What follows belongs to an exercise in optimizing a design on an open flow for a short achievable clock period and few clock cycles per item; a production flow would make more cautious choices.
In this exercise RTL edits were held to simulation tests only and were not proved equivalent to the original.
No activity file was given, so power comes from the tool's default toggle rates.

==> design/flow/design.v <==
module mem_arbiter_n #(
  parameter int NUM_CH  = 4,
  parameter int ADDR_W  = 32,
  parameter int LINE_W  = 256,
  parameter int BURST_W = 64
) (
  input  logic                       clk,
  input  logic                       reset_n,
  input  logic [NUM_CH-1:0]          ch_read_i,
  input  logic [NUM_CH-1:0]          ch_write_i,
  input  logic [NUM_CH*ADDR_W-1:0]   ch_addr_i,
  input  logic [NUM_CH*LINE_W-1:0]   ch_wline_i,
  output logic [LINE_W-1:0]          ch_rline_o,
  output logic [NUM_CH-1:0]          ch_resp_o,
  output logic                       stall_o,
  input  logic                       resp_i,
  input  logic [BURST_W-1:0]         burst_i,
  output logic [BURST_W-1:0]         burst_o,
  output logic [ADDR_W-1:0]          address_o,
  output logic                       read_o,
  output logic                       write_o
);
  localparam int BEATS = LINE_W / BURST_W;
  localparam int CNT_W = $clog2(BEATS);
  localparam int CH_W  = (NUM_CH > 1) ? $clog2(NUM_CH) : 1;
  localparam int OFF_W = $clog2(LINE_W / 8);
  localparam int LA_W  = ADDR_W - OFF_W;
  localparam int NSRC  = NUM_CH * BEATS;           
  localparam logic [CNT_W-1:0] CNT_LAST = CNT_W'(BEATS - 1);
  logic [NUM_CH-1:0] req;
  assign req = ch_read_i | ch_write_i;
  logic [NUM_CH-1:0] granted_q, req_q, wr_q, resp_q;
  logic              resp_any_q;                     
  logic              nxt_v_q, nxt_wr_q;              
  logic [CH_W-1:0]   nxt_ch_q;
  logic              act_q;                          
  logic [CH_W-1:0]   act_ch_q;
  logic [CNT_W-1:0]  cnt_q;                          
  logic [CH_W-1:0]   rr_ptr_q;
  logic [NUM_CH-1:0] granted_d;
  logic              nxt_v_d, nxt_wr_d, act_d, rd_d, wr_d, last_q, last_d, take, xfer;
  logic [CH_W-1:0]   nxt_ch_d, act_ch_d, rr_ptr_d;
  logic [CNT_W-1:0]  cnt_d;
  assign stall_o   = (|req) & ~resp_any_q;
  assign ch_resp_o = resp_q;
  assign last_q    = (cnt_q == CNT_LAST);
  assign xfer      = resp_i && act_q;
  logic [NUM_CH-1:0] elig;
  logic [CH_W-1:0]   choice;
  logic              do_choose;
  assign elig      = req_q & ~granted_q;
  assign do_choose = !nxt_v_q && (|elig);
  int cand;
  always_comb begin
    choice = '0;
    cand   = 0;
    for (int i = NUM_CH - 1; i >= 0; i--) begin
      cand = int'(rr_ptr_q) + i;
      if (cand >= NUM_CH) cand = cand - NUM_CH;
      if (elig[cand[CH_W-1:0]]) choice = cand[CH_W-1:0];
    end
  end
  always_comb begin
    granted_d = granted_q & ~resp_q;
    nxt_v_d   = nxt_v_q;
    nxt_ch_d  = nxt_ch_q;
    nxt_wr_d  = nxt_wr_q;
    act_d     = act_q;
    act_ch_d  = act_ch_q;
    cnt_d     = cnt_q;
    rd_d      = read_o;
    wr_d      = write_o;
    rr_ptr_d  = rr_ptr_q;
    take = act_q ? (resp_i && last_q && nxt_v_q) : nxt_v_q;
    if (take) begin
      act_d    = 1'b1;
      act_ch_d = nxt_ch_q;
      cnt_d    = '0;
      rd_d     = !nxt_wr_q;
      wr_d     = nxt_wr_q;
      nxt_v_d  = 1'b0;
    end else if (xfer) begin
      cnt_d = cnt_q + 1'b1;
      if (last_q) begin
        act_d = 1'b0;
        rd_d  = 1'b0;
        wr_d  = 1'b0;
      end
    end
    if (do_choose) begin
      nxt_v_d           = 1'b1;
      nxt_ch_d          = choice;
      nxt_wr_d          = wr_q[choice];
      granted_d[choice] = 1'b1;
      rr_ptr_d          = (int'(choice) == NUM_CH - 1) ? '0 : choice + 1'b1;
    end
  end
  assign last_d = (cnt_d == CNT_LAST);
  always_ff @(posedge clk or negedge reset_n) begin
    if (!reset_n) begin
      granted_q  <= '0;
      req_q      <= '0;
      wr_q       <= '0;
      resp_q     <= '0;
      resp_any_q <= 1'b0;
      nxt_v_q    <= 1'b0;
      nxt_wr_q   <= 1'b0;
      nxt_ch_q   <= '0;
      act_q      <= 1'b0;
      act_ch_q   <= '0;
      cnt_q      <= '0;
      read_o     <= 1'b0;
      write_o    <= 1'b0;
      rr_ptr_q   <= '0;
    end else begin
      granted_q  <= granted_d;
      req_q      <= req & ~granted_q;
      wr_q       <= ch_write_i;
      resp_q     <= (xfer && last_q) ? (NUM_CH'(1) << act_ch_q) : '0;
      resp_any_q <= xfer && last_q;
      nxt_v_q    <= nxt_v_d;
      nxt_wr_q   <= nxt_wr_d;
      nxt_ch_q   <= nxt_ch_d;
      act_q      <= act_d;
      act_ch_q   <= act_ch_d;
      cnt_q      <= cnt_d;
      read_o     <= rd_d;
      write_o    <= wr_d;
      rr_ptr_q   <= rr_ptr_d;
    end
  end
  logic [CH_W-1:0]   ch_h, ch_t;
  logic [CNT_W-1:0]  bt_h, bt_t;
  logic [NSRC-1:0]   selb_h_q, selb_t_q;
  logic [NUM_CH-1:0] sela_h_q, sela_t_q;
  always_comb begin
    ch_h = act_d ? act_ch_d : nxt_ch_d;
    bt_h = act_d ? cnt_d : '0;
    ch_t = (act_d && !last_d) ? act_ch_d : nxt_ch_d;
    bt_t = (act_d && !last_d) ? cnt_d + 1'b1 : '0;
  end
  always_ff @(posedge clk) begin
    selb_h_q <= NSRC'(1) << (int'(ch_h) * BEATS + int'(bt_h));
    selb_t_q <= NSRC'(1) << (int'(ch_t) * BEATS + int'(bt_t));
    sela_h_q <= NUM_CH'(1) << ch_h;
    sela_t_q <= NUM_CH'(1) << ch_t;
  end
  logic [BURST_W-1:0] beat_h, beat_t, beat_q;
  logic [LA_W-1:0]    addr_h, addr_t, addr_q;
  always_comb begin
    beat_h = '0;
    beat_t = '0;
    for (int s = 0; s < NSRC; s++) begin
      beat_h = beat_h | ({BURST_W{selb_h_q[s]}} & ch_wline_i[s*BURST_W +: BURST_W]);
      beat_t = beat_t | ({BURST_W{selb_t_q[s]}} & ch_wline_i[s*BURST_W +: BURST_W]);
    end
    addr_h = '0;
    addr_t = '0;
    for (int c = 0; c < NUM_CH; c++) begin
      addr_h = addr_h | ({LA_W{sela_h_q[c]}} & ch_addr_i[c*ADDR_W + OFF_W +: LA_W]);
      addr_t = addr_t | ({LA_W{sela_t_q[c]}} & ch_addr_i[c*ADDR_W + OFF_W +: LA_W]);
    end
  end
  always_ff @(posedge clk) begin
    beat_q <= resp_i ? beat_t : beat_h;
    addr_q <= resp_i ? addr_t : addr_h;
  end
  assign burst_o   = beat_q;
  assign address_o = {addr_q, {OFF_W{1'b0}}};
  localparam int ASM_W = LINE_W - BURST_W;
  logic [BURST_W-1:0] new_beat;
  logic [ASM_W-1:0]   asm_q;
  logic [LINE_W-1:0]  rline_q;
  assign new_beat   = write_o ? beat_q : burst_i;
  assign ch_rline_o = rline_q;
  always_ff @(posedge clk) begin
    if (xfer) asm_q <= {new_beat, asm_q[ASM_W-1:BURST_W]};
    rline_q <= {new_beat, asm_q};
  end
endmodule
==> design/flow/config.mk <==
export PLATFORM = sky130hd
export DESIGN_NAME = mem_arbiter_n
export DESIGN_NICKNAME = mem_arbiter_n
export VERILOG_FILES = /design/flow/design.v
export SDC_FILE = /design/flow/constraint.sdc
export NUM_CORES = 4
export LEC_CHECK = 0
export ABC_CLOCK_PERIOD_IN_PS = 2000
export CAP_MARGIN = 20
export CORE_AREA = 10 10 570 570
export DIE_AREA = 0 0 580 580
export SETUP_SLACK_MARGIN = 2.2
export SLEW_MARGIN = 20
==> design/flow/run.sh <==
#!/bin/bash
# synth_recipe.tcl (not shown) runs the flow's synth.tcl, then flattens the netlist and writes it again
# the make line also repeats each setting of config.mk as NAME=value (left out here)
make -C /OpenROAD-flow-scripts/flow DESIGN_CONFIG=/design/flow/config.mk WORK_HOME=/design/flow/orfs CLKGATE_MAP_FILE= SYNTH_SCRIPT=/design/flow/synth_recipe.tcl finish
==> design/flow/constraint.sdc <==
create_clock -name core_clock -period 4.5 [get_ports {clk}]
set_input_delay 0.9000 -clock core_clock [delete_from_list [all_inputs] [get_ports {clk}]]
set_output_delay 0.9000 -clock core_clock [all_outputs]
set_load 0.01 [all_outputs]
==> results of run 1 <==
logic make-up (layout without fill, tap and decap cells):
| kind of cell | Yosys count | in the layout | share of synthesized area, % |
|---|---|---|---|
| buffers and inverters | 302 | 1886 | 4.18 |
| XOR/XNOR | 1 | 1 | 0.0308 |
| flip-flops | 609 | 609 | 50.2 |
| multiplexers | 68 | 68 | 2.69 |
| other | 1 | 237 | 0.0132 |
| adder cells (fa/ha/maj) | 6 | 6 | 0.264 |
| AO/OA/AOI/OAI | 1202 | 1202 | 34.0 |
| AND/OR/NAND/NOR | 511 | 511 | 8.59 |
registers in the layout, summed over array words and instances, names as in the netlist, 16 cells and up:
signal	cells
addr_q	27
asm_q	192
beat_q	64
rline_q	256
selb_h_q	16
selb_t_q	16
through the flow:
stage | total power [uW] | hold slack [ns] | setup slack (ns) | instances | util [%]
detailed placement | 23900 | 0.327 | 0.747 | 8228 | 15.9
global route | 32400 | 0.206 | 1.91 | 8556 | 17.0
global placement | 24000 | 0.324 | 0.787 | 8228 | 15.9
finish | 31600 | 0.207 | 1.97 | 8660 | 17.0
floorplan | 15000 | 0.323 | 1.70 | 2704 | -
CTS | 30900 | 0.141 | 1.87 | 8406 | 16.8
cell usage after synthesis, drive strengths merged, types with 3 or more instances:
cell     number
a22o        156
nor2b         5
inv          16
a2111oi      65
buf          92
nand4        29
clkbuf      193
nor3b         4
and2          4
a222oi      128
dfxtp       387
nor3         35
a22oi       620
nor2        105
mux2         67
nand2        84
a21oi         7
a221oi      101
o31ai         3
dfrtp        30
nand2b        7
a211oi        3
nand3       231
ha            6
a31oi        93
edfxtp      192
o21ai        11
a41oi         4
layout make-up:
class	count	area (um^2)	area share [%]
repair buffers	1722	16800	31.6
flip-flops and latches	609	14600	27.4
multi-input cells	1793	13200	24.8
well taps	4140	5180	9.74
clock buffers	102	2230	4.19
diodes	232	581	1.09
clock inverters	43	495	0.932
inverters	17	93.8	0.176
repair inverters	2	32.5	0.0612
final timing paths:
path / startpoint / end / slack, ns / cells after the start
hold reg to reg: asm_q[2] / rline_q[2] / 0.33 / 0
hold / removal: reset_n / rr_ptr_q[0] / 0.21 / 1
min in group core_clock: ch_write_i[1] / wr_q[1] / 0.30 / 1
setup reg to reg: selb_h_q[10] / beat_q[41] / 2.04 / 5
max in group asynchronous: reset_n / write_o / 3.73 / 1
setup / recovery: ch_read_i[1] / stall_o / 1.97 / 4
routing by layer:
metal	GRT usage [%]	part of all wire, %	wire length [um]	vias up
li1	-	-	-	14700
met1	22.4	33	130000	19100
met2	33.1	43	167000	4686
met3	14.6	17	66100	1574
met4	11.4	6.8	26500	286
met5	0.0142	0.50	1970	-
what timing repair did:
item	4_1_cts	5_1_grt
hold buffers	0	0
setup buffers	31	22
cloned	2	0
setup endpoints to repair	463	66
pin swaps	5	11
gates resized for setup	1202	48
power by group:
group | switching, uW | internal (uW)
logic | 8500 | 6020
clock network | 2890 | 4010
registers | 2600 | 7580
critical path, delay by kind of cell:
family / cells / cell delay, ns
and+or+nand+nor: 1 / 0.15
buffers and inverters: 2 / 0.39
AOI/OAI and AO/OA: 1 / 0.18
==> flow_metrics.tcl, run 1 <==
set metrics [dict create \
    status "complete, no violations" \
    syn_area_per_cell_um2 10.5 \
    path_max_fanout 2 \
    grt_usage_pct 21.7 \
    fin_area_um2 53200 \
    row_count 205 \
    tns_ns 0 \
    synth_top_area_share_pct 27.3 \
    crit_chain "clkdlybuf4s15_2 -> nor2_2 -> a41oi_4 -> buf_6" \
    fp.dieW_um 580 \
    fill_cells 34600 \
    ys_types 63 \
    drv_slew 0 \
    grt_max_degree 83 \
    hold_viol_final 0 \
    core-area_um2 312000 \
    syn2layout_area_growth_pct 87.2 \
    grt_antenna_before_repair 438 \
    fin_skew_ns 0.0542 \
    clockRootBuffer "clkbuf_16" \
    viasPerCell 4.66 \
    post-route-period-util_pct 56.2 \
    gr-total-overflow 0 \
    async_flop_share_pct 4.93 \
    clk_pin_slew_worst_paths_ns 0.06 \
    setup_viol 0 \
    cp.required_ns 3.60 \
    die_h_um 580 \
    max_slew_margin_pct 32.7 \
    max_cap_viol_count 0 \
    nNetsFinal 5459 \
    criticalPathCategory "in -> out" \
    avgRoutedWirePerCell_um 45.2 \
    dpl-instance-area_um2 49500 \
    drc 0 \
    powerDensity_nw_per_um2 594 \
    p_leak_uw 0.0180 \
    ys_ff_latch 609 \
    htreeDepth 3 \
    drt_iter0_drc 8573 \
    hold_path_class "in -> async" \
    tightest_slew_ns 1.01 \
    portBuffers 1560 \
    synth_ff_type "dfxtp_1" \
    cp_slowest_cell "clkdlybuf4s15_2" \
    place_congestion 1.00 \
    clkLatencyLatePin_ns 0.77 \
    cts_sinks 609 \
    ir_drop_v 0.000330 \
    vias 40300 \
    drt_first_pass_iters 13 \
    ys_warn_count 1 \
    place_hpwl_mm 319 \
    mostFrequentLayoutCells "1196 x clkdlybuf4s50_1, 620 x a22oi_1, 290 x dfxtp_1" \
    die_area_um2 336000 \
    drt_wl_total_mm 391 \
    ant_nets 0 \
    grt_pass1_wl_mm 475 \
    synthTopCellsByArea "dfxtp_1 27%, edfxtp_1 20%, a22oi_1 16%" \
    tritoncts "yes" \
    fmax_mhz 395 \
    cts_buffers 81 \
    cp-start-kind "input port" \
    yosys.area.top_type "dfxtp_1" \
    clock_path_buffers 4 \
    min_period_ns 2.53 \
    synth_edf_count 192 \
    syn-cell-area_um2 28400 \
    crit_path_end_kind "primary output" \
    first_global_vias 37300 \
    io_pins 1586 \
    rsz0062_at_grt "yes" \
    start_util_pct 9.10 \
    cp.arrival_ns 1.63 \
    layout_commonest_cell "clkdlybuf4s50_1" \
    cp_slowest_stage_delay_ns 0.22 \
    synth_seq_area_share_pct 50.2 \
    layout-drive-gt1-share_pct 17.1 \
    netlist_instances 2700 \
]
Testbench counts, summed over its fixed seeds: cycles 7,152, items 1,536.
==> run 2, diff against run 1 <==
==> design/flow/flow/run.sh (new file) <==
#!/bin/bash
# The standard layout (standard synthesis, floorplan, placement, CTS, routing), with the
# resizer allowed to swap a cell for any of its function rather than only same-footprint ones.
# ORFS writes each step's log under orfs/logs; make's own output goes to standard.log.
bash standard.sh MATCH_CELL_FOOTPRINT=0 finish > standard.log 2>&1
==> design/flow/standard.sh (new file) <==
#!/bin/bash
# synth_recipe.tcl (not shown) runs the flow's synth.tcl, then flattens the netlist and writes it again
# the make line also repeats each setting of config.mk as NAME=value (left out here)
make -C /OpenROAD-flow-scripts/flow DESIGN_CONFIG=/design/flow/config.mk WORK_HOME=/design/flow/orfs CLKGATE_MAP_FILE= SYNTH_SCRIPT=/design/flow/synth_recipe.tcl "${@:-finish}"
removed: design/flow/run.sh
==> run 2 against run 1 <==
Synthesized cell count is the same. Combinational power is essentially flat. Clock skew shrank 0.0043 ns. Still clean on timing, DRC and antenna. Core utilization grew 0.35 points. Global-route usage grew 0.63 points. Final cell count grew 0.38%.
==> flow_metrics.tcl, run 2 <==
set metrics [dict create \
    core-area_um2 312000 \
    vias 40100 \
    grt_max_degree 100 \
    grt_antenna_before_repair 468 \
    clk_pin_slew_worst_paths_ns 0.06 \
    die_h_um 580 \
    regArea_um2 14600 \
    fp.dieW_um 580 \
    whs_ns 0.298 \
    drc 0 \
    cts_buffers 83 \
    fin_skew_ns 0.0499 \
    tightest_slew_ns 0.964 \
    clockRootBuffer "clkbuf_16" \
    cp_slowest_cell "dfrtp_1" \
    fmax_mhz 400 \
    cp.arrival_ns 1.60 \
    ant_nets 0 \
    cp_top_family "flip-flops" \
    max_slew_margin_pct 35.8 \
    synth_edf_count 192 \
    place_hpwl_mm 330 \
    die_area_um2 336000 \
    drv_slew 0 \
    ys_ff_latch 609 \
    ys_warn_count 1 \
    multiInputGateArea_um2 13200 \
    max_cap_viol_count 0 \
    layout-drive-gt1-share_pct 14.1 \
    synth_common_cells "620 x a22oi_1, 387 x dfxtp_1, 231 x nand3_1" \
    nNetsFinal 5474 \
    first_global_vias 37000 \
    start_util_pct 9.10 \
    gr-total-overflow 0 \
    crit_path_end_kind "primary output" \
    cp-start-kind "flop" \
    p_leak_uw 0.0205 \
    cp.required_ns 3.60 \
    cp_slowest_stage_delay_ns 0.42 \
    synth_ff_type "dfxtp_1" \
    path_max_fanout 1 \
    setup_viol 0 \
    clock_path_buffers 4 \
    grt_usage_pct 22.3 \
    netlist_instances 2700 \
    yosys.area.top_type "dfxtp_1" \
    drt_wl_total_mm 401 \
    place_congestion 0.991 \
    avgRoutedWirePerCell_um 46.2 \
    tritoncts "yes" \
    async_flop_share_pct 4.93 \
    mostFrequentLayoutCells "1197 x clkdlybuf4s50_1, 619 x a22oi_1, 299 x dfxtp_1" \
    crit_chain "a41oi_4 -> buf_6" \
    syn2layout_area_growth_pct 91.1 \
    synth_seq_area_share_pct 50.2 \
    drt_first_pass_iters 13 \
    io_pins 1586 \
    synthTopCellsByArea "dfxtp_1 27%, edfxtp_1 20%, a22oi_1 16%" \
    drt_iter0_drc 8371 \
    hold_path_class "in -> reg" \
    htreeDepth 3 \
    ys_types 63 \
    largest_reg_flops 256 \
    grt_pass1_wl_mm 485 \
    tns_ns 0 \
    viasPerCell 4.61 \
    yosysMostFrequentCell "a22oi_1" \
    status "complete, no violations" \
    min_period_ns 2.50 \
    hold_viol_final 0 \
    criticalPathCategory "reg -> out" \
    powerDensity_nw_per_um2 588 \
    post-route-period-util_pct 55.6 \
    syn_area_per_cell_um2 10.5 \
    rsz0062_at_grt "yes" \
    fill_cells 34400 \
    fin_util_pct 17.4 \
    regMostFlops "rline_q" \
    cts_sinks 609 \
    layout_commonest_cell "clkdlybuf4s50_1" \
    portBuffers 1560 \
    ir_drop_v 0.000479 \
    reg_top3 "rline_q (256), asm_q (192), beat_q (64)" \
    power.total_uw 31900 \
    clkLatencyLatePin_ns 0.79 \
    critPathBufInv 1 \
    synth_top_area_share_pct 27.3 \
    row_count 205 \
    syn-cell-area_um2 28400 \
]
-- run 2: through the flow --
step	cells	area, um^2	worst slack (ns)
floorplan	2704	28500	-0.943
global placement	8248	49600	0.744
detailed placement	8248	49600	0.766
CTS	8413	53200	1.85
global route	8567	54000	1.89
finish	8693	54300	2.00
-- run 2: worst paths after layout --
check / from / to / slack, ns / depth (start not counted)
min in group asynchronous: reset_n / granted_q[0] / 0.63 / 1
hold / removal: ch_write_i[2] / wr_q[2] / 0.30 / 1
hold reg to reg: asm_q[29] / rline_q[29] / 0.34 / 0
setup reg to reg: selb_t_q[3] / beat_q[35] / 2.11 / 5
max in group asynchronous: reset_n / rr_ptr_q[0] / 3.16 / 2
setup / recovery: resp_any_q / stall_o / 2.00 / 2
-- run 2: power breakdown --
part	switching, uW	leakage [uW]	total (uW)	internal [uW]
registers	2490	0.00553	10100	7570
logic	8610	0.0136	14800	6220
clock network	3020	0.00138	7040	4030
-- run 2: logic make-up after synthesis --
| group | Yosys count | synth area share [%] |
|---|---|---|
| other | 1 | 0.0132 |
| AND/OR/NAND/NOR | 511 | 8.59 |
| buffers and inverters | 302 | 4.18 |
| AO/OA/AOI/OAI | 1202 | 34.0 |
| multiplexers | 68 | 2.69 |
| flip-flops | 609 | 50.2 |
| XOR/XNOR | 1 | 0.0308 |
| adder cells (fa/ha/maj) | 6 | 0.264 |
-- run 2: timing repair --
action                                  4_1_cts  5_1_grt
buffers inserted                             16       32
endpoints found under the setup margin      419       57
resized for setup                           653       28
pin swaps                                     2        2
hold buffers                                  0        0
-- run 2: area by class of cell --
class                           instances  area share, %
Sequential cell                       609           26.8
Tap cell                             4140           9.54
Timing Repair Buffer                 1737           33.0
Clock buffer                          100           4.13
Multi-Input combinational cell       1793           24.3
Antenna cell                          248           1.14
Clock inverter                         49           1.01
Inverter                               17          0.124
-- run 2: worst reg2reg max path: stages (launching register included) --
cell and delay [ns]:
dfxtp_4 0.56, buf_4 0.72, a221oi_1 0.31, nand3_1 0.15
nor2_1 0.06, a31oi_1 0.42
-- run 2: metal layers --
layer | track usage, % | vias up | wire (um)
li1 | - | 14700 | -
met2 | 33.9 | 4522 | 171000
met4 | 12.0 | 278 | 27200
met1 | 22.7 | 19100 | 135000
met3 | 15.7 | 1418 | 66600
met5 | 0 | - | 1910
==> run 3, diff against run 2 <==
==> design/flow/flow/run.sh (replaced) <==
#!/bin/bash
# The standard layout (standard synthesis, floorplan, placement, CTS, routing), with
#  - the resizer allowed to swap a cell for any cell of the same function, not only
#    same-footprint ones;
#  - the port buffers made as buf_4 rather than the flow's default buffer.
# ORFS writes each step's log under orfs/logs; make's own output goes to standard.log.
bash standard.sh MATCH_CELL_FOOTPRINT=0 "BUFFER_PORTS_ARGS=-buffer_cell sky130_fd_sc_hd__buf_4" finish > standard.log 2>&1
==> run 3 against run 2 <==
Largest cell class is now sequential cells. First-iteration DRC count fell by 5.7%. Final area down 9.2%. Critical endpoint unchanged. Register-to-register slack improved by 0.08 ns. Routed wire length decreased by 6.9%. Still clean on timing, DRC and antenna. Fmax is 2.6% higher. Total power shrank 4.9%. Count of clock-buffer cells in the layout grew 2.
==> flow_metrics.tcl, run 3 <==
set metrics [dict create \
    status "complete, no violations" \
    muxShareOfSynthArea_pct 2.69 \
    drc 0 \
    largest_reg_flops 256 \
    ant_nets 0 \
    post-route-period-util_pct 54.2 \
    fp.dieW_um 580 \
    hold_path_depth 1 \
    place_hpwl_mm 318 \
    die_h_um 580 \
    cp.arrival_ns 1.54 \
    grt_max_degree 95 \
    ys_types 63 \
    stdcell_count 8590 \
    powerDensity_nw_per_um2 616 \
    clock_path_buffers 4 \
    cp_slowest_cell "a41oi_2" \
    hold_viol_final 0 \
    min_from "ch_write_i[1]" \
    die_area_um2 336000 \
    dp_cells 8216 \
    gr-total-overflow 0 \
    grt_antenna_before_repair 418 \
    synthTopCellsByArea "dfxtp_1 27%, edfxtp_1 20%, a22oi_1 16%" \
    clkLatencyLatePin_ns 0.79 \
    first_global_vias 36300 \
    avgRoutedWirePerCell_um 43.5 \
    holdPathEnd "wr_q[1]" \
    drt_iter0_drc 7895 \
    criticalPathCategory "in -> out" \
    clockRootBuffer "clkbuf_16" \
    row_count 205 \
    netlist_instances 2700 \
    synth_common_cells "620 x a22oi_1, 387 x dfxtp_1, 231 x nand3_1" \
    p_leak_uw 0.0189 \
    synth_edf_count 192 \
    crit_path_end_kind "primary output" \
    drt_first_pass_iters 10 \
    reg2reg_slack_ns 2.19 \
    synth_compound_area_share_pct 34.0 \
    layout-drive-gt1-share_pct 47.1 \
    critPathBufInv 2 \
    cp-start-kind "input port" \
    r2r_start "selb_h_q[2]" \
    ys_ff_latch 609 \
    synth_fa_ha_area_share_pct 0.264 \
    fmax_mhz 410 \
    grt_usage_pct 20.8 \
    fin_util_pct 15.8 \
    fin_skew_ns 0.0748 \
    path_max_fanout 2 \
    viasPerCell 4.56 \
    start_util_pct 9.10 \
    cp.required_ns 3.60 \
    setup_viol 0 \
    tritoncts "yes" \
    crit_chain "buf_4 -> nor2_1 -> a41oi_2 -> buf_6" \
    synth_seq_area_share_pct 50.2 \
    hold_path_class "in -> reg" \
    reg2reg_depth 6 \
    htreeDepth 3 \
    ir_drop_v 0.000318 \
    synthSimpleGateAreaFrac_pct 8.59 \
    syn2layout_area_growth_pct 73.5 \
    synth_top_family_by_area "compound AO/OA/AOI/OAI gates" \
    cp_slowest_stage_delay_ns 0.18 \
    synth_xor_area_share_pct 0.0308 \
    worst_slack_ns 2.06 \
    nNetsFinal 5415 \
    fill_cells 35100 \
    regArea_um2 14500 \
    reg_top3 "rline_q (256), asm_q (192), beat_q (64)" \
    pre_cts_slack_ns 1.11 \
    core-area_um2 312000 \
    layout_commonest_cell "buf_4" \
    yosysMostFrequentCell "a22oi_1" \
    max_slew_margin_pct 30.1 \
    yosys.area.top_type "dfxtp_1" \
    drt_wl_total_mm 374 \
    io_pins 1586 \
    ys_warn_count 1 \
    vias 39200 \
    tightest_slew_ns 1.05 \
    syn-cell-area_um2 28400 \
    max_cap_viol_count 0 \
    drv_slew 0 \
    clk_pin_slew_worst_paths_ns 0.05 \
    syn_area_per_cell_um2 10.5 \
    rsz0062_at_grt "yes" \
    multiInputGateArea_um2 13100 \
    mostFrequentLayoutCells "1607 x buf_4, 620 x a22oi_1, 307 x dfxtp_1" \
    reg2reg_to "beat_q[49]" \
    regMostFlops "rline_q" \
    grt_pass1_wl_mm 455 \
    min_period_ns 2.44 \
    tns_ns 0 \
    cts_buffers 82 \
    cts_sinks 609 \
    async_flop_share_pct 4.93 \
    portBuffers 1560 \
    synth_ff_type "dfxtp_1" \
    synth_top_area_share_pct 27.3 \
    cp_top_family "buffers and inverters" \
    place_congestion 0.990 \
]
==> run 3: cell counts after synthesis <==
Identical to the previous run, type by type.
==> run 3: report_power, final <==
| group | total, uW | switching (uW) | internal [uW] |
|---|---|---|---|
| combinational | 13400 | 7650 | 5790 |
| sequential | 10300 | 2720 | 7550 |
| clock | 6660 | 2880 | 3780 |
| total | 30400 | 13200 | 17100 |
==> run 3: worst max-delay path by stage <==
stage / cells past startpoint / from / end / slack, ns
floorplan: 11 / resp_i / selb_t_q[4] / -0.94
global placement: 11 / resp_i / selb_t_q[4] / 1.12
detailed placement: 11 / resp_i / selb_t_q[2] / 1.11
global route: 2 / resp_any_q / stall_o / 1.97
finish: 4 / ch_write_i[3] / stall_o / 2.06
CTS: 2 / resp_any_q / stall_o / 1.95
==> run 3: final cells by class <==
| cell class | count | area share [%] |
|---|---|---|
| clock inverter | 45 | 0.871 |
| multi-input combinational | 1793 | 26.7 |
| antenna | 205 | 1.04 |
| clock buffer | 102 | 4.50 |
| timing repair buffer | 1679 | 26.8 |
| tap | 4140 | 10.5 |
| sequential | 609 | 29.5 |
| inverter | 17 | 0.137 |
==> run 3: cell families (layout without fill, tap and decap cells) <==
group | Yosys count | in the layout
buffers and inverters | 302 | 1843
adder cells (fa/ha/maj) | 6 | 6
AO/OA/AOI/OAI | 1202 | 1202
other | 1 | 210
flip-flops | 609 | 609
XOR/XNOR | 1 | 1
AND/OR/NAND/NOR | 511 | 511
multiplexers | 68 | 68
==> run 3: metal layers <==
layer / vias up / share of wire, % / track usage, %
met1: 18700 / 32 / 20.5
met2: 4311 / 43 / 31.6
met4: 266 / 7.4 / 12.9
met3: 1390 / 17 / 14.6
li1: 14600 / - / -
met5: - / 0.50 / 0.213
==> run 3: stage by stage <==
step / instance area [um^2] / total power (uW) / hold slack, ns
after global placement: 45500 / 22800 / 0.323
after floorplan: 28500 / 15000 / 0.323
final: 49300 / 30400 / 0.254
after global routing: 49000 / 31200 / 0.199
after CTS: 48600 / 29900 / 0.169
after detailed placement: 45500 / 22800 / 0.327
==> run 3: repair_timing <==
item | CTS | global route
hold endpoints to repair | 27 | 0
hold buffers | 1 | 0
pin swaps | 2 | 2
setup endpoints to repair | 79 | 47
setup buffers | 12 | 9
gates resized for setup | 118 | 25
cloned | 0 | 0
==> run 4, diff against run 3 <==
==> design/flow/flow/run.sh (replaced) <==
#!/bin/bash
# The standard layout (standard synthesis, floorplan, placement, CTS, routing), with
#  - the resizer allowed to swap a cell for any cell of the same function, not only
#    same-footprint ones;
#  - the port buffers made as buf_4 rather than the flow's default buffer;
#  - the request pins and stall_o (the one path from inputs straight to an output) kept
#    next to each other on the die edge (flow/pins.tcl, run before pin placement).
# ORFS writes each step's log under orfs/logs; make's own output goes to standard.log.
export PRE_IO_PLACEMENT_TCL=$PWD/flow/pins.tcl
bash standard.sh MATCH_CELL_FOOTPRINT=0 "BUFFER_PORTS_ARGS=-buffer_cell sky130_fd_sc_hd__buf_4" finish > standard.log 2>&1
==> design/flow/flow/pins.tcl (new file) <==
# Keep the channel request pins and stall_o together, so the stall_o logic sits at the edge.
set_io_pin_constraint -group -order -pin_names {ch_read_i[0] ch_write_i[0] ch_read_i[1] ch_write_i[1] stall_o ch_read_i[2] ch_write_i[2] ch_read_i[3] ch_write_i[3]}
==> run 4 against run 3 <==
Still clean. Clock power fell by 2%. Hold slack got worse by 0.036 ns. Routed wire length rose by 1.4%. Non-clock buffer count up 7. Die area is the same. Synthesized area unchanged. Critical path depth unchanged. Register-to-register slack got worse by 0.07 ns. Fmax increased by 1.5%. Largest cell class unchanged. Highest routed layer unchanged.
==> flow_metrics.tcl, run 4 <==
set metrics [dict create \
    status "complete, no violations" \
    tightest_slew_ns 0.919 \
    layout-drive-gt1-share_pct 47.3 \
    io_pins 1586 \
    hold_path_class "in -> reg" \
    max_slew_margin_pct 38.7 \
    portBuffers 1560 \
    synth_top_area_share_pct 27.3 \
    regArea_um2 14500 \
    worst_slack_ns 2.10 \
    power.total_uw 30800 \
    path_common_cell "buf_4" \
    nNetsFinal 5421 \
    ys_ff_latch 609 \
    clockRootBuffer "clkbuf_16" \
    cp_slowest_stage_delay_ns 0.18 \
    setup_viol 0 \
    core-area_um2 312000 \
    start_util_pct 9.10 \
    grt_usage_pct 20.9 \
    fp.dieW_um 580 \
    largest_reg_flops 256 \
    max_cap_viol_count 0 \
    cp.arrival_ns 1.50 \
    fmax_mhz 416 \
    avgRoutedWirePerCell_um 43.9 \
    synth_ff_type "dfxtp_1" \
    crit_chain "buf_4 -> nor2_1 -> a41oi_2 -> buf_4" \
    yosys.area.top_type "dfxtp_1" \
    cp.required_ns 3.60 \
    dp_cells 8211 \
    drv_slew 0 \
    hold_viol_final 0 \
    drt_wl_total_mm 379 \
    cp_slowest_cell "nor2_1" \
    netlist_instances 2700 \
    async_flop_share_pct 4.93 \
    ant_nets 0 \
    drt_first_pass_iters 13 \
    die_area_um2 336000 \
    path_max_fanout 2 \
    fill_cells 35100 \
    criticalPathCategory "in -> out" \
    syn-cell-area_um2 28400 \
    place_hpwl_mm 317 \
    htreeDepth 3 \
    clk_pin_slew_worst_paths_ns 0.06 \
    crit_path_end_kind "primary output" \
    pre_cts_slack_ns 1.42 \
    grt_max_degree 94 \
    clock_path_buffers 4 \
    multiInputGateArea_um2 13200 \
    tritoncts "yes" \
    gr-total-overflow 0 \
    syn2layout_area_growth_pct 74.2 \
    cp-start-kind "input port" \
    ys_types 63 \
    synth_seq_area_share_pct 50.2 \
    critPathBufInv 2 \
    grt_pass1_wl_mm 457 \
    clkLatencyLatePin_ns 0.80 \
    vias 39500 \
    dpl-instance-area_um2 45500 \
    synthTopCellsByArea "dfxtp_1 27%, edfxtp_1 20%, a22oi_1 16%" \
    fin_area_um2 49500 \
    ys_warn_count 1 \
    yosysMostFrequentCell "a22oi_1" \
    first_global_vias 35900 \
    place_congestion 0.977 \
    cts_sinks 609 \
    reg_top3 "rline_q (256), asm_q (192), beat_q (64)" \
    syn_area_per_cell_um2 10.5 \
    drt_iter0_drc 8086 \
    viasPerCell 4.58 \
    row_count 205 \
    p_leak_uw 0.0189 \
    regMostFlops "rline_q" \
    min_period_ns 2.40 \
    stdcell_count 8624 \
    cts_buffers 81 \
    fin_skew_ns 0.0524 \
    mostFrequentLayoutCells "1613 x buf_4, 620 x a22oi_1, 305 x dfxtp_1" \
    die_h_um 580 \
    cp_top_family "buffers and inverters" \
    powerDensity_nw_per_um2 622 \
    synth_edf_count 192 \
    drc 0 \
    post-route-period-util_pct 53.4 \
    grt_antenna_before_repair 417 \
    rsz0062_at_grt "yes" \
    layout_commonest_cell "buf_4" \
    synth_common_cells "620 x a22oi_1, 387 x dfxtp_1, 231 x nand3_1" \
    ir_drop_v 0.000305 \
]
run 4: per-stage QoR:
step                util, %  hold slack, ns  setup TNS [ns]
finish                 15.9           0.218               0
global route           15.8           0.174               0
CTS                    15.5           0.144               0
detailed placement     14.6           0.327               0
global placement       14.6           0.323               0
floorplan                 -           0.323          -18.10
run 4: path summary, 6_finish.rpt:
path,from,slack [ns],endpoint,cells after the start
min reg2reg,asm_q[22],0.34,rline_q[22],0
min in group asynchronous,reset_n,0.70,cnt_q[0],2
max reg2reg,selb_h_q[8],2.12,beat_q[35],5
max,ch_write_i[1],2.10,stall_o,4
max in group asynchronous,reset_n,3.46,write_o,2
min,ch_write_i[1],0.22,wr_q[1],1
run 4: where the power goes:
group | leakage [uW] | internal [uW] | total [uW] | switching (uW)
sequential | 0.00553 | 7550 | 10200 | 2620
clock | 0.00126 | 3670 | 6560 | 2880
combinational | 0.0121 | 5930 | 14000 | 8110
total | 0.0189 | 17200 | 30800 | 13600
run 4: timing repair:
item / in CTS / in global routing
pin swaps: 1 / 3
hold endpoints to repair: 30 / 0
buffers inserted: 11 / 22
setup endpoints to repair: 98 / 50
gates resized for setup: 116 / 24
hold buffers: 1 / 0
run 4: cell families after synthesis:
family | count (synthesis) | share of synthesized area [%]
compound gates | 1202 | 34.0
flops | 609 | 50.2
simple gates | 511 | 8.59
buf+inv | 302 | 4.18
mux | 68 | 2.69
fa+ha+maj | 6 | 0.264
other cells | 1 | 0.0132
xor+xnor | 1 | 0.0308
run 4: final cells by class:
class / instances / area share, %
Clock inverter: 46 / 0.837
Sequential cell: 609 / 29.4
Multi-Input combinational cell: 1793 / 26.6
Antenna cell: 235 / 1.19
Timing Repair Buffer: 1686 / 27.0
Tap cell: 4140 / 10.5
Inverter: 17 / 0.137
Clock buffer: 98 / 4.39
run 4: layer usage:
layer	vias to the layer above	global-route usage, %	share of wire [%]
li1	14600	-	-
met1	18600	20.5	32
met2	4475	31.2	42
met3	1504	15.3	18
met4	280	13.8	8.0
met5	-	0	0.54
==> run 5, diff against run 4 <==
--- a/design/flow/design.v
+++ b/design/flow/design.v
@@ -34,6 +34,7 @@
   logic              nxt_v_q, nxt_wr_q;              
   logic [CH_W-1:0]   nxt_ch_q;
   logic              act_q;                          
+  logic              act_wr_q;                       
   logic [CH_W-1:0]   act_ch_q;
   logic [CNT_W-1:0]  cnt_q;                          
   logic [CH_W-1:0]   rr_ptr_q;
@@ -107,6 +108,7 @@
       nxt_wr_q   <= 1'b0;
       nxt_ch_q   <= '0;
       act_q      <= 1'b0;
+      act_wr_q   <= 1'b0;
       act_ch_q   <= '0;
       cnt_q      <= '0;
       read_o     <= 1'b0;
@@ -122,6 +124,7 @@
       nxt_wr_q   <= nxt_wr_d;
       nxt_ch_q   <= nxt_ch_d;
       act_q      <= act_d;
+      if (take) act_wr_q <= nxt_wr_q;
       act_ch_q   <= act_ch_d;
       cnt_q      <= cnt_d;
       read_o     <= rd_d;
@@ -171,7 +174,7 @@
   logic [BURST_W-1:0] new_beat;
   logic [ASM_W-1:0]   asm_q;
   logic [LINE_W-1:0]  rline_q;
-  assign new_beat   = write_o ? beat_q : burst_i;
+  assign new_beat   = act_wr_q ? beat_h : burst_i;
   assign ch_rline_o = rline_q;
   always_ff @(posedge clk) begin
     if (xfer) asm_q <= {new_beat, asm_q[ASM_W-1:BURST_W]};
--- a/design/flow/flow/run.sh
+++ b/design/flow/flow/run.sh
@@ -4,7 +4,9 @@
 #    same-footprint ones;
 #  - the port buffers made as buf_4 rather than the flow's default buffer;
 #  - the request pins and stall_o (the one path from inputs straight to an output) kept
-#    next to each other on the die edge (flow/pins.tcl, run before pin placement).
+#    next to each other on the die edge (flow/pins.tcl, run before pin placement);
+#  - a fanout cap for the resizer's repairs (flow/fanout.tcl, run before the first repair).
 # ORFS writes each step's log under orfs/logs; make's own output goes to standard.log.
 export PRE_IO_PLACEMENT_TCL=$PWD/flow/pins.tcl
+export PRE_RESIZE_TCL=$PWD/flow/fanout.tcl
 bash standard.sh MATCH_CELL_FOOTPRINT=0 "BUFFER_PORTS_ARGS=-buffer_cell sky130_fd_sc_hd__buf_4" finish > standard.log 2>&1
==> design/flow/flow/fanout.tcl (new file) <==
# Cap fanout for the resizer's repairs, so wide selects get buffer trees early.
set_max_fanout 12 [current_design]
==> run 5 against run 4 <==
Synthesized area up 2.2%. Clock skew up 0.0014 ns. Global-route usage up 1.9 points. Die area unchanged. Sequential power down 11%. Routed wire length up 8.3%. Synthesized cell count up 5.6%. Total power up 23%. Final area up 8.4%. Largest cell class is now non-clock buffers. Largest power group unchanged.
==> flow_metrics.tcl, run 5 <==
set metrics [dict create \
    status "complete, no violations" \
    hold_viol_final 0 \
    yosys.area.top_type "dfxtp_1" \
    regMostFlops "rline_q" \
    drc 0 \
    syn-cell-area_um2 29000 \
    first_global_vias 38600 \
    ant_nets 0 \
    setup_viol 0 \
    ys_warn_count 1 \
    largest_reg_flops 256 \
    synth_seq_area_share_pct 49.2 \
    crit_chain "buf_4 -> nor2_1 -> a41oi_2 -> buf_4" \
    cp-endpoint "stall_o" \
    crit_path_end_kind "primary output" \
    nNetsFinal 5878 \
    synth_edf_count 192 \
    drt_first_pass_iters 9 \
    htreeDepth 3 \
    syn2layout_area_growth_pct 84.9 \
    cp_top_family "buffers and inverters" \
    syn_area_per_cell_um2 10.2 \
    layout-drive-gt1-share_pct 49.2 \
    portBuffers 1560 \
    grt_max_degree 15 \
    grt_antenna_before_repair 427 \
    synthTopCellsByArea "dfxtp_1 27%, edfxtp_1 20%, a22oi_1 16%" \
    layout_commonest_cell "buf_4" \
    fin_area_um2 53700 \
    path_max_fanout 2 \
    ir_drop_v 0.000321 \
    cp-startpoint "ch_write_i[1]" \
    place_congestion 1.00 \
    clkLatencyLatePin_ns 0.82 \
    p_leak_uw 0.0219 \
    path_common_cell "buf_4" \
    cp-start-kind "input port" \
    grt_pass1_wl_mm 495 \
    max_cap_viol_count 0 \
    grt_usage_pct 22.8 \
    reg2reg_to "beat_q[32]" \
    criticalPathCategory "in -> out" \
    dpl-instance-area_um2 48200 \
    avgRoutedWirePerCell_um 45.3 \
    cp_slowest_stage_delay_ns 0.21 \
    place_hpwl_mm 357 \
    critPathBufInv 2 \
    min_period_ns 2.44 \
    powerDensity_nw_per_um2 706 \
    gr-total-overflow 0 \
    yosysMostFrequentCell "a22oi_1" \
    hold_path_class "in -> reg" \
    viasPerCell 4.66 \
    tns_ns 0 \
    synth_ff_type "dfxtp_1" \
    cp_slowest_cell "nor2_1" \
    drt_iter0_drc 7104 \
    tightest_slew_ns 1.16 \
    cts_buffers 83 \
    reg2reg_slack_ns 2.08 \
    cp.depth 4 \
    cp.required_ns 3.60 \
    clk_pin_slew_worst_paths_ns 0.06 \
    die_area_um2 336000 \
    io_pins 1586 \
    reg2reg_depth 7 \
    post-route-period-util_pct 54.2 \
    vias 42200 \
    row_count 205 \
    drv_slew 0 \
    fmax_mhz 410 \
    drt_wl_total_mm 410 \
    die_h_um 580 \
    mostFrequentLayoutCells "1747 x buf_4, 629 x a22oi_1, 347 x dfxtp_1" \
    synth_top_area_share_pct 26.7 \
    fp.dieW_um 580 \
    max_slew_margin_pct 22.8 \
    fin_skew_ns 0.0538 \
    synth_common_cells "629 x a22oi_1, 387 x dfxtp_1, 280 x a22o_1" \
    netlist_instances 2851 \
    power.total_uw 37900 \
    ys_ff_latch 610 \
    start_util_pct 9.30 \
    r2r_start "selb_t_q[3]" \
    rsz0062_at_grt "yes" \
    async_flop_share_pct 5.08 \
    cp.arrival_ns 1.54 \
    clockRootBuffer "clkbuf_16" \
    cts_sinks 610 \
    core-area_um2 312000 \
    reg_top3 "rline_q (256), asm_q (192), beat_q (64)" \
    ys_types 60 \
    clock_path_buffers 4 \
    tritoncts "yes" \
    holdBufCountCts 0 \
]
-- run 5: worst min-delay path by stage --
stage | start | endpoint | slack, ns | depth (start not counted)
after floorplan | asm_q[0] | rline_q[0] | 0.32 | 0
after global placement | asm_q[28] | rline_q[28] | 0.32 | 0
after detailed placement | asm_q[11] | rline_q[11] | 0.33 | 0
after CTS | ch_write_i[1] | wr_q[1] | 0.14 | 1
after global routing | ch_write_i[1] | wr_q[1] | 0.17 | 1
final | ch_write_i[1] | wr_q[1] | 0.22 | 1
-- run 5: logic make-up after synthesis --
kind of cell	Yosys count	synth area share (%)
simple gates	582	9.26
fa+ha+maj	6	0.259
other cells	1	0.0129
xor+xnor	1	0.0302
mux	68	2.35
flops	610	49.2
compound gates	1275	34.6
buf+inv	308	4.20
-- run 5: worst reg2reg max path: stages (launching register included) --
cell and delay [ns]:
dfxtp_4 0.34, clkbuf_4 0.38, buf_6 0.29, buf_4 0.38
a22oi_1 0.17, nand4_1 0.19, nor2_1 0.09, mux2i_4 0.40
-- run 5: metal layers --
layer / track usage, % / up-vias / wire length [um]
met4: 14.2 / 302 / 32000
li1: - / 15600 / -
met2: 31.9 / 4688 / 162000
met5: 0 / - / 2140
met3: 18.0 / 1559 / 77000
met1: 23.4 / 20100 / 137000
-- run 5: repair_timing --
item,in CTS,in global routing
resized for setup,918,182
pin swaps,46,70
cloned,1,2
buffers inserted,43,37
hold endpoints to repair,0,0
endpoints found under the setup margin,473,243
-- run 5: final cells by class --
type	count	area (um^2)
Fill cell	34900	258000
Clock inverter	47	412
Multi-Input combinational cell	1937	14600
Tap cell	4140	5180
Inverter	21	82.6
Sequential cell	610	14400
Antenna cell	201	503
Clock buffer	102	2220
Timing Repair Buffer	1992	16300
-- run 5: stage by stage --
step	hold slack, ns	util, %	cells	setup slack [ns]
after CTS	0.137	16.7	8810	2.00
after detailed placement	0.327	15.4	8617	-2.09
after global routing	0.173	17.1	8933	2.03
final	0.222	17.2	9050	2.06
after global placement	0.324	14.8	8401	0.897
after floorplan	0.323	-	2855	0.134
-- run 5: where the power goes --
part	switching, uW	total (uW)	internal [uW]
registers	1180	9100	7920
logic	13800	22000	8220
clock network	3030	6770	3740
total	18000	37900	19900
Testbench counts of run 5, summed over its fixed seeds: cycles 7,152, items 1,536.
==> run 6, diff against run 5 <==
--- a/design/flow/config.mk
+++ b/design/flow/config.mk
@@ -8,6 +8,8 @@
 export ABC_CLOCK_PERIOD_IN_PS = 2000
 export CAP_MARGIN = 20
 export CORE_AREA = 10 10 570 570
+export CTS_CLUSTER_DIAMETER = 120
+export CTS_CLUSTER_SIZE = 24
 export DIE_AREA = 0 0 580 580
 export SETUP_SLACK_MARGIN = 2.2
 export SLEW_MARGIN = 20
==> run 6 against run 5 <==
Still clean. Combinational power about the same. Final area fell by 2.1%. Worst setup slack better by 0.037 ns. Critical path depth increased by 2. First-iteration DRC count up 3.7%. Hold slack better by 0.040 ns. Count of clock-buffer cells in the layout decreased by 43. Core utilization shrank 0.37 points. Flip-flop and latch count unchanged. Global-route usage is 0.14 points lower. Non-clock buffer count down 14.
==> flow_metrics.tcl, run 6 <==
set metrics [dict create \
    clockRootBuffer "clkbuf_16" \
    syn-cell-area_um2 29000 \
    dp_cells 8617 \
    setup_viol 0 \
    cts_sinks 610 \
    reg_top3 "rline_q (256), asm_q (192), beat_q (64)" \
    synth_common_cells "629 x a22oi_1, 387 x dfxtp_1, 280 x a22o_1" \
    grt_usage_pct 22.6 \
    grt_max_degree 26 \
    synthTopCellsByArea "dfxtp_1 27%, edfxtp_1 20%, a22oi_1 16%" \
    dpl-instance-area_um2 48200 \
    max_slew_margin_pct 21.3 \
    post-route-period-util_pct 53.4 \
    min_period_ns 2.40 \
    ant_nets 0 \
    die_area_um2 336000 \
    io_pins 1586 \
    yosys.area.top_type "dfxtp_1" \
    fin_util_pct 16.8 \
    start_util_pct 9.30 \
    stdcell_count 8988 \
    die_h_um 580 \
    cp.required_ns 5.10 \
    mostFrequentLayoutCells "1746 x buf_4, 628 x a22oi_1, 350 x dfxtp_1" \
    hold_viol_final 0 \
    max_cap_viol_count 0 \
    synth_ff_type "dfxtp_1" \
    ys_ff_latch 610 \
    cp.arrival_ns 3.00 \
    status "complete, no violations" \
    place_congestion 1.00 \
    layout_commonest_cell "buf_4" \
    hold_path_class "in -> reg" \
    drt_iter0_drc 7369 \
    largest_reg_flops 256 \
    synth_edf_count 192 \
    portBuffers 1560 \
    fin_skew_ns 0.0538 \
    rsz0062_at_grt "yes" \
    grt_pass1_wl_mm 491 \
    tightest_slew_ns 1.18 \
    row_count 205 \
    gr-total-overflow 0 \
    grt_busiest_layer "met2" \
    ys_warn_count 1 \
    drv_slew 0 \
    synth_seq_area_share_pct 49.2 \
    holdBufCountCts 0 \
    cp-start-kind "flop" \
    netlist_instances 2851 \
    avgRoutedWirePerCell_um 45.4 \
    criticalPathCategory "reg -> reg" \
    tritoncts "yes" \
    fmax_mhz 416 \
    syn_area_per_cell_um2 10.2 \
    yosysMostFrequentCell "a22oi_1" \
    clk_pin_slew_worst_paths_ns 0.11 \
    vias 42100 \
    nNetsFinal 5826 \
    grt_antenna_before_repair 440 \
    powerDensity_nw_per_um2 683 \
    tns_ns 0 \
    p_leak_uw 0.0213 \
    fin_area_um2 52500 \
    fp.dieW_um 580 \
    htreeDepth 2 \
    place_hpwl_mm 357 \
    crit_path_end_kind "flop" \
    regMostFlops "rline_q" \
    drt_wl_total_mm 408 \
    drc 0 \
    ir_drop_v 0.000409 \
    clock_path_buffers 3 \
    cts_buffers 45 \
    syn2layout_area_growth_pct 81.0 \
    first_global_vias 38200 \
    layout-drive-gt1-share_pct 48.3 \
    viasPerCell 4.68 \
    core-area_um2 312000 \
    drt_first_pass_iters 9 \
    synth_top_area_share_pct 26.7 \
    ys_types 60 \
    async_flop_share_pct 5.08 \
    use_met1_pct 23.5 \
    clkLatencyLatePin_ns 0.75 \
    grt_use_met3_pct 17.7 \
    grtUsageMet2_pct 31.7 \
    path_max_fanout 9 \
    reg2reg_slack_ns 2.10 \
]
run 6: critical path, cell delays in order (launching register included):
cell	delay (ns)
dfxtp_4	0.40
buf_12	0.15
clkdlybuf4s50_1	0.80
a22oi_1	0.34
nand3_1	0.10
nor2_1	0.30
mux2i_1	0.13
run 6: final cells by class:
cell class | count | area (um^2)
inverters | 21 | 82.6
clock inverters | 24 | 520
flip-flops and latches | 610 | 14400
fillers | 35000 | 260000
repair buffers | 1978 | 16100
diodes | 219 | 548
clock buffers | 59 | 1180
multi-input cells | 1937 | 14500
well taps | 4140 | 5180
run 6: power by group:
group | switching [uW] | internal [uW]
logic | 13700 | 8200
registers | 1170 | 7900
clock network | 2770 | 2080
total | 17700 | 18200
run 6: worst paths after layout:
check | startpoint | endpoint | cells after the start
setup reg to reg | selb_t_q[5] | beat_q[16] | 6
hold reg to reg | asm_q[54] | rline_q[54] | 0
setup / recovery | selb_t_q[5] | beat_q[16] | 6
hold / removal | ch_write_i[2] | wr_q[2] | 1
min in group asynchronous | reset_n | cnt_q[1] | 2
max in group asynchronous | reset_n | req_q[2] | 4
run 6: repair_timing:
item                                    CTS  global route
gates resized for setup                 900           184
gates cloned                              1             2
setup buffers                            32            34
endpoints found under the setup margin  466           241
pin swaps                                43            66
hold endpoints to repair                  0             0
run 6: stage by stage:
stage	power (uW)	hold WS (ns)	setup slack [ns]
floorplan	16400	0.323	0.134
global placement	26500	0.324	0.897
detailed placement	28000	0.327	-2.09
CTS	34300	0.178	2.04
global route	36800	0.208	2.06
finish	35900	0.262	2.10
run 6: kinds of logic (layout without fill, tap and decap cells):
family                     Yosys count  after routing  synth area share, %
AOI/OAI and AO/OA                 1275           1275                 34.6
xor gates and xnor gates             1              1               0.0302
adders and majority gates            6              6                0.259
buffers and inverters              308           2082                 4.20
DFF                                610            610                 49.2
muxes                               68             68                 2.35
other                                1            224               0.0129
and+or+nand+nor                    582            582                 9.26
run 6: per-layer routing:
layer	part of all wire [%]	routed length, um
met1	33	137000
met2	39	160000
met3	19	76900
met4	8.0	32800
met5	0.54	2210
==> run 7, diff against run 6 <==
--- a/design/flow/design.v
+++ b/design/flow/design.v
@@ -34,7 +34,6 @@
   logic              nxt_v_q, nxt_wr_q;              
   logic [CH_W-1:0]   nxt_ch_q;
   logic              act_q;                          
-  logic              act_wr_q;                       
   logic [CH_W-1:0]   act_ch_q;
   logic [CNT_W-1:0]  cnt_q;                          
   logic [CH_W-1:0]   rr_ptr_q;
@@ -108,7 +107,6 @@
       nxt_wr_q   <= 1'b0;
       nxt_ch_q   <= '0;
       act_q      <= 1'b0;
-      act_wr_q   <= 1'b0;
       act_ch_q   <= '0;
       cnt_q      <= '0;
       read_o     <= 1'b0;
@@ -124,7 +122,6 @@
       nxt_wr_q   <= nxt_wr_d;
       nxt_ch_q   <= nxt_ch_d;
       act_q      <= act_d;
-      if (take) act_wr_q <= nxt_wr_q;
       act_ch_q   <= act_ch_d;
       cnt_q      <= cnt_d;
       read_o     <= rd_d;
@@ -174,7 +171,7 @@
   logic [BURST_W-1:0] new_beat;
   logic [ASM_W-1:0]   asm_q;
   logic [LINE_W-1:0]  rline_q;
-  assign new_beat   = act_wr_q ? beat_h : burst_i;
+  assign new_beat   = write_o ? beat_q : burst_i;
   assign ch_rline_o = rline_q;
   always_ff @(posedge clk) begin
     if (xfer) asm_q <= {new_beat, asm_q[ASM_W-1:BURST_W]};
==> design/flow/run.sh (new file) <==
#!/bin/bash
# synth_recipe.tcl (not shown) runs the flow's synth.tcl, then flattens the netlist and writes it again
# the make line also repeats each setting of config.mk as NAME=value (left out here)
make -C /OpenROAD-flow-scripts/flow DESIGN_CONFIG=/design/flow/config.mk WORK_HOME=/design/flow/orfs CLKGATE_MAP_FILE= SYNTH_SCRIPT=/design/flow/synth_recipe.tcl finish
--- a/design/flow/config.mk
+++ b/design/flow/config.mk
@@ -7,9 +7,7 @@
 export LEC_CHECK = 0
 export ABC_CLOCK_PERIOD_IN_PS = 2000
 export CAP_MARGIN = 20
-export CORE_AREA = 10 10 570 570
-export CTS_CLUSTER_DIAMETER = 120
-export CTS_CLUSTER_SIZE = 24
-export DIE_AREA = 0 0 580 580
+export CORE_AREA = 10 10 450 450
+export DIE_AREA = 0 0 460 460
 export SETUP_SLACK_MARGIN = 2.2
 export SLEW_MARGIN = 20
removed: design/flow/flow/run.sh
removed: design/flow/flow/fanout.tcl
removed: design/flow/flow/pins.tcl
removed: design/flow/standard.sh
==> run 7 against run 6 <==
Final area shrank 4.4%. Critical path type unchanged. Clock skew rose by 0.010 ns. Combinational power fell by 39%. Flip-flop and latch count decreased by 1. Sequential share of layout area increased by 1.5 points. First-iteration DRC count up 17%. Worst setup slack worse by 0.030 ns. Register-to-register slack got worse by 0.03 ns. Sequential power grew 14%. Core utilization increased by 9.2 points.
==> flow_metrics.tcl, run 7 <==
set metrics [dict create \
    first_global_vias 36100 \
    synth_edf_count 192 \
    drc 0 \
    muxShareOfSynthArea_pct 2.69 \
    cp_slowest_stage_delay_ns 0.77 \
    fin_skew_ns 0.0640 \
    hold_path_class "reg -> reg" \
    whs_ns 0.335 \
    cp-startpoint "selb_h_q[14]" \
    synth_ff_type "dfxtp_1" \
    fp.dieW_um 460 \
    regMostFlops "rline_q" \
    min_period_ns 2.43 \
    criticalPathCategory "reg -> reg" \
    cp-start-kind "flop" \
    syn2layout_area_growth_pct 76.7 \
    synth_seq_area_share_pct 50.2 \
    vias 40000 \
    ir_drop_v 0.000374 \
    reg2reg_to "beat_q[50]" \
    cp-endpoint "beat_q[50]" \
    async_flop_share_pct 4.93 \
    setup_viol 0 \
    grt_usage_pct 31.2 \
    layout_commonest_cell "clkdlybuf4s50_1" \
    netlist_instances 2700 \
    synth_xor_area_share_pct 0.0308 \
    cp_top_family "flip-flops" \
    crit_path_end_kind "flop" \
    layout-drive-gt1-share_pct 12.4 \
    drv_slew 0 \
    critPathBufInv 1 \
    tns_ns 0 \
    cp.required_ns 5.05 \
    cp.depth 5 \
    synthSimpleGateAreaFrac_pct 8.59 \
    reg2reg_slack_ns 2.07 \
    start_util_pct 14.7 \
    clkLatencyLatePin_ns 0.74 \
    ant_nets 0 \
    reg2reg_depth 5 \
    synth_top_area_share_pct 27.3 \
    drt_wl_total_mm 356 \
    multiInputGateArea_um2 13100 \
    synth_top_family_by_area "compound AO/OA/AOI/OAI gates" \
    post-route-period-util_pct 54.0 \
    row_count 161 \
    mostFrequentLayoutCells "1197 x clkdlybuf4s50_1, 620 x a22oi_1, 303 x dfxtp_1" \
    place_hpwl_mm 286 \
    ys_types 63 \
    holdBufCountCts 0 \
    syn-cell-area_um2 28400 \
    drt_first_pass_iters 13 \
    die_h_um 460 \
    htreeDepth 3 \
    clk_pin_slew_worst_paths_ns 0.07 \
    cts_buffers 75 \
    drt_iter0_drc 8652 \
    path_max_fanout 24 \
    reg_top3 "rline_q (256), asm_q (192), beat_q (64)" \
    clock_path_buffers 3 \
    r2r_start "selb_h_q[14]" \
    synth_common_cells "620 x a22oi_1, 387 x dfxtp_1, 231 x nand3_1" \
    hold_viol_final 0 \
    nNetsFinal 5396 \
    syn_area_per_cell_um2 10.5 \
    fmax_mhz 411 \
    largest_reg_flops 256 \
    max_slew_margin_pct 28.2 \
    cp.arrival_ns 2.98 \
    io_pins 1586 \
    clockRootBuffer "clkbuf_16" \
    fill_cells 20400 \
    yosys.area.top_type "dfxtp_1" \
    core-area_um2 193000 \
    cts_sinks 609 \
    synth_compound_area_share_pct 34.0 \
    portBuffers 1560 \
    powerDensity_nw_per_um2 599 \
    ys_warn_count 1 \
    yosysMostFrequentCell "a22oi_1" \
    hold_path_depth 0 \
    p_leak_uw 0.0177 \
    tritoncts "yes" \
    grt_max_degree 111 \
    crit_chain "buf_4 -> a22oi_1 -> nand3_1 -> a2111oi_0 -> a31oi_1" \
    ys_ff_latch 609 \
    place_congestion 1.06 \
    grt_antenna_before_repair 380 \
    regArea_um2 14500 \
    die_area_um2 212000 \
    synth_fa_ha_area_share_pct 0.264 \
    synthTopCellsByArea "dfxtp_1 27%, edfxtp_1 20%, a22oi_1 16%" \
    grt_pass1_wl_mm 431 \
    max_cap_viol_count 0 \
    viasPerCell 5.75 \
    avgRoutedWirePerCell_um 51.1 \
    rsz0062_at_grt "yes" \
    cp_slowest_cell "dfxtp_4" \
    status "complete, no violations" \
    tightest_slew_ns 1.08 \
    gr-total-overflow 0 \
]
==> run 7: cell count changes in the layout (fill, tap and decap cells not counted), sizes merged, moves of 126 or more <==
cell,change
buf,-1751
a222oi,+128
clkdlybuf4s50,+1189
a221oi,-126
dlygate4sd2,+225
nor2,-134
==> run 7: area by class of cell <==
cell class / instances / share of cell area (%)
repair buffers: 1666 / 32.3
well taps: 2526 / 6.30
flip-flops and latches: 609 / 28.9
inverters: 17 / 0.180
repair inverters: 1 / 0.0324
clock inverters: 46 / 0.850
clock buffers: 94 / 4.17
multi-input cells: 1793 / 26.2
diodes: 204 / 1.02
==> run 7: where the power goes <==
part           switching [uW]  internal, uW  leakage [uW]  total (uW)
clock                    2870          3540       0.00122        6410
combinational            7740          5620        0.0109       13400
sequential               2760          7540       0.00553       10300
total                   13400         16700        0.0177       30100
==> run 7: worst register-to-register path: stages (launching register included) <==
cell and delay [ns]:
dfxtp_4 0.77, buf_4 0.66, a22oi_1 0.25, nand3_1 0.12, a2111oi_0 0.08, a31oi_1 0.42
==> run 7: cells by family after synthesis <==
| group | count (synthesis) |
|---|---|
| multiplexers | 68 |
| AO/OA/AOI/OAI | 1202 |
| flip-flops | 609 |
| buffers and inverters | 302 |
| AND/OR/NAND/NOR | 511 |
| XOR/XNOR | 1 |
| adder cells (fa/ha/maj) | 6 |
| other | 1 |
==> run 7: layer usage <==
layer	track usage [%]	share of wire [%]
met5	0.950	0.39
met2	46.6	42
met4	23.1	9.5
met1	32.7	33
met3	17.6	15
==> run 7: per-stage QoR <==
stage	util [%]	instances	worst slack [ns]	total power [uW]	instance area, um^2
4_1_cts	25.7	6746	1.93	29300	49600
2_1_floorplan	-	2704	1.70	15000	28500
3_5_place_dp	24.5	6594	1.12	23200	47100
5_1_grt	26.0	6887	2.08	30700	50000
3_3_place_gp	24.5	6594	1.12	23200	47100
6_report	26.1	6956	2.07	30100	50200
==> run 7: worst min path at each step <==
stage | from | end | slack, ns
floorplan | asm_q[0] | rline_q[0] | 0.32
global placement | asm_q[1] | rline_q[1] | 0.32
detailed placement | asm_q[22] | rline_q[22] | 0.33
CTS | asm_q[61] | rline_q[61] | 0.34
global route | ch_write_i[1] | wr_q[1] | 0.30
finish | asm_q[15] | rline_q[15] | 0.33
==> run 7: repair_timing <==
item	in CTS	in global routing
setup buffers	11	6
gates resized for setup	713	45
pin swaps	3	6
endpoints found under the setup margin	434	40
cloned	1	0
Testbench counts of run 7, summed over its fixed seeds: cycles 7,152, items 1,536.

==> separate check: timing with driven ports <==
The flow's constraints put no driver on any port. The routed layouts listed below were extracted and timed again, unchanged, in two steps. Step 1 (the two cells are an assumption about what drives the block):
set clk [get_ports {clk}]
set_driving_cell -lib_cell sky130_fd_sc_hd__clkbuf_16 $clk
set_driving_cell -lib_cell sky130_fd_sc_hd__buf_2 [delete_from_list [all_inputs] $clk]
Step 2, shift: input delay + t, output delay - t, t = (earliest + latest rising clock arrival at the registers) / 2. This alone moves slack from input paths to output paths. a / b / c = ideal / step 1 / step 2; a / b = the first two.
| run | t (ns) | setup slack, ns | worst setup path at the end | cell pins on the clock port's net |
|---|---|---|---|---|
| run 1 | 0.841 | 1.971 / 1.905 / 1.403 | input to register | 1 |
| run 2 | 0.859 | 1.997 / 1.908 / 1.354 | input to register | 1 |
| run 3 | 0.849 | 2.060 / 1.978 / 1.537 | input to register | 1 |
| run 4 | 0.859 | 2.097 / 2.030 / 1.466 | input to register | 1 |
| run 5 | 0.879 | 2.062 / 2.009 / 1.295 | input to register | 1 |
| run 6 | 0.815 | 2.099 / 2.049 / 1.304 | input to register | 1 |
| run 7 | 0.794 | 2.069 / 2.046 / 1.464 | input to register | 1 |
After both steps every run listed still meets setup and hold. For run 6, which loses most, drivers alone change the setup slack by -0.050 ns; drivers and shift together by -0.795 ns.
